Background: an optimization exercise with open tools, aiming at small area, a short achievable clock period and few clock cycles per item. Do not read the settings as production practice.
Only simulation tests tie the RTL to the original design; equivalence was not proved.
Power and IR drop assume default switching activity.

// neuron_fetch_top
module neuron_fetch_top (
    input  logic                              clk,
    input  logic                              reset,
    input  logic                              i_start,
    input  nn_cfg_pkg::cfg_addr_t             i_table_base,
    output nn_cfg_pkg::cfg_addr_t             o_cfg_addr,
    input  logic [nn_cfg_pkg::CFG_WORD_W-1:0] i_cfg_data,
    output nn_operand_pkg::lane_addr_t        o_data_addr,
    input  nn_operand_pkg::lane_in_t          i_data,
    input  logic                              i_stopin,
    input  logic                              i_layer_done,
    output logic                              o_push,
    output nn_operand_pkg::operand_t          o_operand,
    output logic                              o_finish
);
    logic [127:0] wgt;
    logic [7:0]   lanes;
    logic [9:0]   left;
    logic [43:0]  fields;
    logic [10:0]  number;
    fetch_sequencer u_sequencer (
        .clk          (clk),
        .reset        (reset),
        .i_start      (i_start),
        .i_table_base (i_table_base),
        .i_cfg_data   (i_cfg_data),
        .i_stopin     (i_stopin),
        .i_layer_done (i_layer_done),
        .o_cfg_addr   (o_cfg_addr),
        .o_data_addr  (o_data_addr),
        .o_push       (o_push),
        .o_weights    (wgt),
        .o_lanes      (lanes),
        .o_left       (left),
        .o_fields     (fields),
        .o_number     (number),
        .o_finish     (o_finish)
    );
    operand_gather u_gather (
        .i_data    (i_data),
        .i_weights (wgt),
        .i_lanes   (lanes),
        .i_left    (left),
        .i_fields  (fields),
        .i_number  (number),
        .o_operand (o_operand)
    );
endmodule
For scale: roughly 310 flip-flops, roughly 1000 I/O pins, about 0.018 mm2 of cells after synthesis.
Settings: LEC_CHECK=0, CAP_MARGIN=20, CORE_AREA=75 75 275 275, DIE_AREA=0 0 350 350, SETUP_SLACK_MARGIN=3.0, SLEW_MARGIN=20; clock period 6.5 ns.
standard.sh (not shown) runs the stock make flow with config.mk's settings and CLKGATE_MAP_FILE= SYNTH_SCRIPT=/design/flow/synth_recipe.tcl, a recipe that flattens the netlist after the stock synthesis.
==> flow/flow/run.sh <==
#!/bin/bash
# The standard layout, except:
#  - the smallest buffer on every input and output port instead of the
#    default port buffer;
#  - synthesis leaves adders to abc as plain gates (no full/half-adder cells).
set -euo pipefail
export BUFFER_PORTS_ARGS="-buffer_cell sky130_fd_sc_hd__buf_1"
export ADDER_MAP_FILE=
bash standard.sh > standard_make.log 2>&1
Testbench counts at the start, summed over its fixed seeds: cycles 4,284, items 2,745.
==> next run, changes <==
==> flow/flow/run.sh (replaced) <==
#!/bin/bash
# The standard layout, except for the smallest buffer on every input and
# output port instead of the default port buffer.
set -euo pipefail
export BUFFER_PORTS_ARGS="-buffer_cell sky130_fd_sc_hd__buf_1"
bash standard.sh > standard_make.log 2>&1
- ABC_AREA: default -> 1
- CTS_BUF_LIST: default -> sky130_fd_sc_hd__clkbuf_4 sky130_fd_sc_hd__clkbuf_8
- CTS_CLUSTER_SIZE: default -> 20
- SETUP_SLACK_MARGIN: 3.0 -> 2.0
Outcome: The changed run produced a clean layout; fmax came out higher by 6.7%; total power came out lower by 18%; worst setup slack gains 0.30 ns; global-route usage came out higher by 1.6 points; hold slack loses 0.043 ns; routed wire length came out higher by 4.9%; flip-flop and latch count is unchanged; via count came out higher by 7.6%; cell area came out lower by 15%; core utilization came out lower by 11 points; clock skew came out higher by 0.021 ns.
==> next run, changes <==
==> flow/flow/run.sh (replaced) <==
#!/bin/bash
# The standard layout, except:
#  - the smallest buffer on every input and output port instead of the
#    default port buffer;
#  - synthesis leaves adders to abc as plain gates (no full/half-adder cells).
set -euo pipefail
export BUFFER_PORTS_ARGS="-buffer_cell sky130_fd_sc_hd__buf_1"
export ADDER_MAP_FILE=
bash standard.sh > standard_make.log 2>&1
- ABC_AREA: 1 -> default
- CTS_BUF_LIST: sky130_fd_sc_hd__clkbuf_4 sky130_fd_sc_hd__clkbuf_8 -> default
- CTS_CLUSTER_SIZE: 20 -> default
- SETUP_SLACK_MARGIN: 2.0 -> default
Effect: Power goes up by 1.5%. Wire length goes down by 10%. Critical path depth goes up by 3. Register-to-register slack degrades by 0.85 ns. Design area goes down by 5.2%. Clock skew goes down by 0.028 ns.
==> next run, changes <==
- ABC_AREA: default -> 1
- SETUP_SLACK_MARGIN: default -> 2.0
Effect: Global-route usage rises by 2.9 points. Count of clock-buffer cells in the layout goes up by 5. Combinational power increases by 15%. Sequential power decreases by about 2%. Power is higher by 3.6%. Worst setup slack gains 1.1 ns. Synthesized area goes up by 8.5%.
==> next run, changes <==
==> flow/flow/run.sh (replaced) <==
#!/bin/bash
# The standard layout, except for the smallest buffer on every input and
# output port instead of the default port buffer.
set -euo pipefail
export BUFFER_PORTS_ARGS="-buffer_cell sky130_fd_sc_hd__buf_1"
bash standard.sh > standard_make.log 2>&1
- SETUP_SLACK_MARGIN: 2.0 -> 1.5
Outcome: Utilization is lower by 2.0 points. Combinational power goes down by about 13%. Cell count went down by about 8%. Global-route usage went down by 0.36 points. Maximum frequency drops by about 11%. Routed wire length fell by 1.5%. Final area came out lower by about 3.3%. Worst setup slack is worse by 0.55 ns.
==> next run, changes <==
- SETUP_SLACK_MARGIN: 1.5 -> 2.5
What happened: Via count goes up by 9.6%. Clock power is about the same. Power goes up by 14%. Count of clock-buffer cells in the layout goes up by 2. Wire length goes up by 8.9%. Final area goes up by 17%. Synthesized area is unchanged. Worst hold slack loses 0.016 ns.

---

neuron_fetch_top, a different RTL version from the one above (not shown whole).
For scale: roughly 1800 cells after synthesis, about 18000 um^2 of cells after synthesis.
==> flow/config.mk <==
export PLATFORM = sky130hd
export DESIGN_NAME = neuron_fetch_top
export DESIGN_NICKNAME = neuron_fetch_top
export VERILOG_FILES = /design/flow/design.v
export SDC_FILE = /design/flow/constraint.sdc
export NUM_CORES = 4
export LEC_CHECK = 0
export CAP_MARGIN = 20
export CORE_MARGIN = 2
export CORE_UTILIZATION = 40
export SLEW_MARGIN = 20
==> flow/constraint.sdc <==
create_clock -name core_clock -period 6.5 [get_ports {clk}]
set_input_delay 1.3000 -clock core_clock [delete_from_list [all_inputs] [get_ports {clk}]]
set_output_delay 1.3000 -clock core_clock [all_outputs]
set_load 0.01 [all_outputs]
run.sh (not shown) runs the stock make flow with config.mk's settings and CLKGATE_MAP_FILE= SYNTH_SCRIPT=/design/flow/synth_recipe.tcl, a recipe that flattens the netlist after the stock synthesis.
Stock flow here: none of the scripts above is used.
The baseline died in I/O pin placement (3_2_place_iop) (PPL-0024).
Testbench counts at the start, summed over its fixed seeds: cycles 4,284, items 2,745.
Change:
CORE_AREA = 2 2 348 348   (was unset)
CORE_MARGIN = unset   (was 2)
CORE_UTILIZATION = unset   (was 40)
DIE_AREA = 0 0 350 350   (was unset)
With this change the flow ran to the end with no violations.
Synthesized cell count stays the same.
Area after synthesis does not change.

==> port drivers added, routing unchanged <==
Ports are ideal in the flow. The routed layouts listed here were re-timed in OpenROAD. Step 1 sets driving cells, clkbuf_16 on the clock port and buf_2 on the other inputs (assumed; they add their load-dependent delay and slew). Step 2 also shifts input and output timing later by t, the mid clock arrival at the registers, as if the neighbouring blocks saw the same clock. a / b / c = ideal / step 1 / step 2; a / b = the first two.
run | t, ns | setup WS [ns] | worst setup path after step 2 | slew at the worst register clock pin (ns) | worst data-port slew with drivers (ns)
the first run of note 1 | 0.610 | 1.683 / 1.586 / 1.586 | input to output | 0.06 / 0.06 | 0.31
the second run of note 1 | 0.698 | 1.984 / 1.901 / 1.901 | input to output | 0.07 / 0.07 | 0.27
the third run of note 1 | 0.582 | 0.924 / 0.743 / 0.743 | input to output | 0.07 / 0.07 | 0.26
the fourth run of note 1 | 0.609 | 2.057 / 1.950 / 1.950 | input to output | 0.06 / 0.06 | 0.28
the fifth run of note 1 | 0.629 | 1.502 / 1.424 / 1.502 | input to output | 0.07 / 0.07 | 0.31
the sixth run of note 1 | 0.607 | 2.169 / 2.027 / 2.027 | input to output | 0.07 / 0.07 | 0.32
the second run of note 2 | 0.668 | 0.287 / 0.219 / 0.219 | input to output | 0.06 / 0.06 | 0.29
After both steps setup and hold are still met in every run listed. For the third run of note 1, which loses most, drivers alone change the setup slack by -0.181 ns; drivers and shift together by -0.181 ns.
